This is an optimization exercise on Yosys and OpenROAD, whose aim is small area, not a production implementation. In this exercise RTL edits were held to simulation tests only and were not proved equivalent to the original. Power figures rest on the tool's default switching activity, not on a simulated workload.

## com_store_buffer
module com_store_buffer #(
    parameter int COM_ENTRY_SIZE = 192,
    parameter int DEPTH          = 8,
    parameter int PTR_W          = 3
) (
    input  logic                      CLK,
    input  logic                      RESET,
    input  logic                      FREEZE,
    input  logic [COM_ENTRY_SIZE-1:0] com_entry,
    input  logic                      dmem_ack,
    input  logic [31:0]               fwd_addr,
    input  logic                      debug,
    output logic                      dmem_req,
    output logic [31:0]               dmem_addr,
    output logic [31:0]               dmem_wdata,
    output logic                      fwd_hit,
    output logic [31:0]               fwd_data,
    output logic                      flush_fCOM,
    output logic                      sb_empty,
    output logic [31:0]               commit_count
);
Settings: LEC_CHECK=0, CAP_MARGIN=20, CORE_MARGIN=2, CORE_UTILIZATION=50, SLEW_MARGIN=20; clock period 8.0 ns.
standard.sh (not shown) runs the stock make flow with config.mk's settings and CLKGATE_MAP_FILE= SYNTH_SCRIPT=/design/flow/synth_recipe.tcl, a recipe that flattens the netlist after the stock synthesis.
==> flow/flow/run.sh <==
#!/bin/bash
set -euo pipefail
here=$(pwd)
export MY_ABC_SCRIPT=$here/flow/abc_area.script
export BUFFER_PORTS_ARGS="-buffer_cell sky130_fd_sc_hd__buf_1"
export CTS_ARGS="-sink_clustering_enable -repair_clock_nets -dont_use_dummy_load -buf_list {sky130_fd_sc_hd__clkbuf_4 sky130_fd_sc_hd__clkbuf_8} -sink_clustering_size 16 -sink_clustering_max_diameter 60"
# standard.sh with its synthesis script replaced by flow/synth.tcl
sed "s|SYNTH_SCRIPT=[^ ]*|SYNTH_SCRIPT=$here/flow/synth.tcl|" standard.sh > my_standard.sh
grep -q "SYNTH_SCRIPT=$here/flow/synth.tcl" my_standard.sh
bash my_standard.sh finish > $here/make_finish.log 2>&1
==> flow/flow/abc_area.script <==
&get -n
&st
&dch -f
&nf -R 1000
&st
&dch -f
&nf -R 1000
&put
==> flow/flow/synth.tcl <==
# The standard synthesis script, with abc given an area-oriented
# mapping script in place of ORFS's delay-oriented one. Everything before
# abc (and so every register and its name) is the same as the standard run.
proc synth {args} { yosys synth -nofsm -noshare {*}$args }
proc abc {args} {
  set i [lsearch -exact $args -script]
  if {$i >= 0} {
    set args [lreplace $args [expr {$i + 1}] [expr {$i + 1}] $::env(MY_ABC_SCRIPT)]
  }
  yosys abc {*}$args
}
source $::env(SCRIPTS_DIR)/synth.tcl
# left out here: clear keep_hierarchy, flatten, clean up, hide names made inside functions, write 1_2_yosys.v
Then changed:
--- a/flow/flow/run.sh
+++ b/flow/flow/run.sh
@@ -5,2 +5,3 @@
 export BUFFER_PORTS_ARGS="-buffer_cell sky130_fd_sc_hd__buf_1"
+export RECOVER_POWER=100
 export CTS_ARGS="-sink_clustering_enable -repair_clock_nets -dont_use_dummy_load -buf_list {sky130_fd_sc_hd__clkbuf_4 sky130_fd_sc_hd__clkbuf_8} -sink_clustering_size 16 -sink_clustering_max_diameter 60"
- CAP_MARGIN: 20 -> 10
- SLEW_MARGIN: 20 -> 10
Now the flow completed and failed the layout checks on capacitance limit, slew limit.
Clock power stays flat.
Total power went up by 0.30%.
Cell area hardly moves.
Synthesized area stays the same.
Global-route usage is unchanged.
Synthesized cell count stays the same.
Hold slack hardly moves.
Clock-buffer cell count does not change.
Sequential power is about the same.
Non-clock buffer count does not change.
Clock skew is about the same.
Then changed:
--- a/flow/flow/run.sh
+++ b/flow/flow/run.sh
@@ -5,3 +5,2 @@
 export BUFFER_PORTS_ARGS="-buffer_cell sky130_fd_sc_hd__buf_1"
-export RECOVER_POWER=100
 export CTS_ARGS="-sink_clustering_enable -repair_clock_nets -dont_use_dummy_load -buf_list {sky130_fd_sc_hd__clkbuf_4 sky130_fd_sc_hd__clkbuf_8} -sink_clustering_size 16 -sink_clustering_max_diameter 60"
- CAP_MARGIN: 10 -> 20
- CORE_UTILIZATION: 50 -> 55
- PLACE_DENSITY: default -> 0.72
- SLEW_MARGIN: 10 -> 20
With this change the flow produced a clean layout.
Hold slack gets worse by 0.016 ns.
Worst setup slack got worse by 0.071 ns.
Total power falls slightly.
Critical path depth is higher by 18.
Clock-buffer cell count went up by 1.
Wire length went down by a few percent.
Maximum frequency shrinks slightly.
First-iteration DRC count goes down slightly.
Clock skew increases by 0.035 ns.
Sequential power is about the same.
Then changed:
- CORE_UTILIZATION: 55 -> 50
- PLACE_DENSITY: 0.72 -> default
After rerunning: Die area rises by roughly a tenth. Power increases slightly. Worst hold slack improved by 0.016 ns. Wire length rose by a few percent. Fmax rose slightly. Clock-buffer cell count goes down by 1. Utilization drops by 4.8 points. Synthesized area stays the same. Cell count goes up by a few percent. Critical path depth stays the same.

========
north:
Another version of the RTL of com_store_buffer (not shown whole).
Size in the first run: roughly 550 flip-flops, ~360 I/O pins, ~0.024 sq mm of cells after synthesis.
clock: 8.0 ns
lec_check: 0
cap_margin: 20
core_margin: 2
core_utilization: 50
slew_margin: 20
==> flow/flow/run.sh <==
#!/bin/bash
set -euo pipefail
here=$(pwd)
export MY_ABC_SCRIPT=$here/flow/abc_area.script
export BUFFER_PORTS_ARGS="-buffer_cell sky130_fd_sc_hd__buf_1"
export CTS_ARGS="-sink_clustering_enable -repair_clock_nets -dont_use_dummy_load -buf_list {sky130_fd_sc_hd__clkbuf_4 sky130_fd_sc_hd__clkbuf_8} -sink_clustering_size 16 -sink_clustering_max_diameter 60"
bash standard.sh SYNTH_SCRIPT=$here/flow/synth.tcl finish > $here/make_finish.log 2>&1
Scripts as last shown in full above: flow/flow/abc_area.script, flow/flow/synth.tcl
Changes in south relative to north:
==> flow/flow/run.sh <==
#!/bin/bash
set -euo pipefail
here=$(pwd)
export MY_ABC_SCRIPT=$here/flow/abc_area.script
export BUFFER_PORTS_ARGS="-buffer_cell sky130_fd_sc_hd__buf_1"
export CTS_ARGS="-sink_clustering_enable -repair_clock_nets -dont_use_dummy_load -buf_list {sky130_fd_sc_hd__clkbuf_4 sky130_fd_sc_hd__clkbuf_8} -sink_clustering_size 16 -sink_clustering_max_diameter 60"
# standard.sh with its synthesis script replaced by flow/synth.tcl
sed "s|SYNTH_SCRIPT=[^ ]*|SYNTH_SCRIPT=$here/flow/synth.tcl|" standard.sh > my_standard.sh
grep -q "SYNTH_SCRIPT=$here/flow/synth.tcl" my_standard.sh
bash my_standard.sh finish > $here/make_finish.log 2>&1
--- outcome ---
- [compare] base=north new=south: worst hold slack roughly the same; final period demand of the worst path roughly the same.
- north → south: total power has remained practically unchanged, critical path depth has remained practically unchanged, design area has remained practically unchanged, share of the core filled with cells in the final layout has remained practically unchanged.
- Area enclosed by the die boundary came out exactly the same in north and south.
- Between south and north, the register share of the cell area figures differ only marginally.
Input-level comparison between east and south:
# south
export LEC_CHECK = 0
export CAP_MARGIN = 20
export CORE_MARGIN = 2
export CORE_UTILIZATION = 50
export SLEW_MARGIN = 20
create_clock -name core_clock -period 8.0 [get_ports {CLK}]
# east
export LEC_CHECK = 0
export CAP_MARGIN = 20
export CORE_MARGIN = 2
export CORE_UTILIZATION = 60
export CTS_BUF_LIST = sky130_fd_sc_hd__clkbuf_4
export SLEW_MARGIN = 20
create_clock -name core_clock -period 8.0 [get_ports {CLK}]
==> flow/run.sh (new file) <==
#!/bin/bash
# synth_recipe.tcl (not shown) runs the flow's synth.tcl, then flattens the netlist and writes it again
# the make line also repeats each setting of config.mk as NAME=value (left out here)
make -C /OpenROAD-flow-scripts/flow DESIGN_CONFIG=/design/flow/config.mk WORK_HOME=/design/flow/orfs CLKGATE_MAP_FILE= SYNTH_SCRIPT=/design/flow/synth_recipe.tcl finish
removed: flow/flow/run.sh
removed: flow/flow/abc_area.script
removed: flow/flow/synth.tcl
removed: flow/standard.sh
### Flow results
- Cell area power density went up by a few percent going from south to east.
- Per the comparison of east with south, fraction of the cycle the final worst path needs higher; clock power share higher.

what the ideal ports hide:
The flow's constraints put no driver on any port. The routed layouts listed below were extracted and timed again, unchanged, in two steps.
Step 1, drivers: a clkbuf_16 drives CLK and a buf_2 each remaining input, both assumed.
Step 2, shift: input delay + t, output delay - t, t = (earliest + latest rising clock arrival at the registers) / 2. This alone moves slack from input paths to output paths.
Three values: ideal ports, drivers, drivers and shift; two values: the first two.
run	t (ns)	setup WS [ns]	worst setup path at the end
the first run of note 1	0.704	0.509 / 0.546 / -0.157	input to register
the second run of note 1	0.701	0.437 / 0.410 / -0.148	input to register
the third run of note 1	0.695	0.366 / 0.393 / -0.302	input to register
the fourth run of note 1	0.704	0.509 / 0.546 / -0.157	input to register
north	0.695	0.727 / 0.692 / 0.692	input to output
south	0.695	0.727 / 0.692 / 0.692	input to output
east	1.062	0.473 / 0.453 / 0.453	input to output
For the third run of note 1, which loses most, drivers alone change the setup slack by +0.027 ns; drivers and shift together by -0.668 ns.
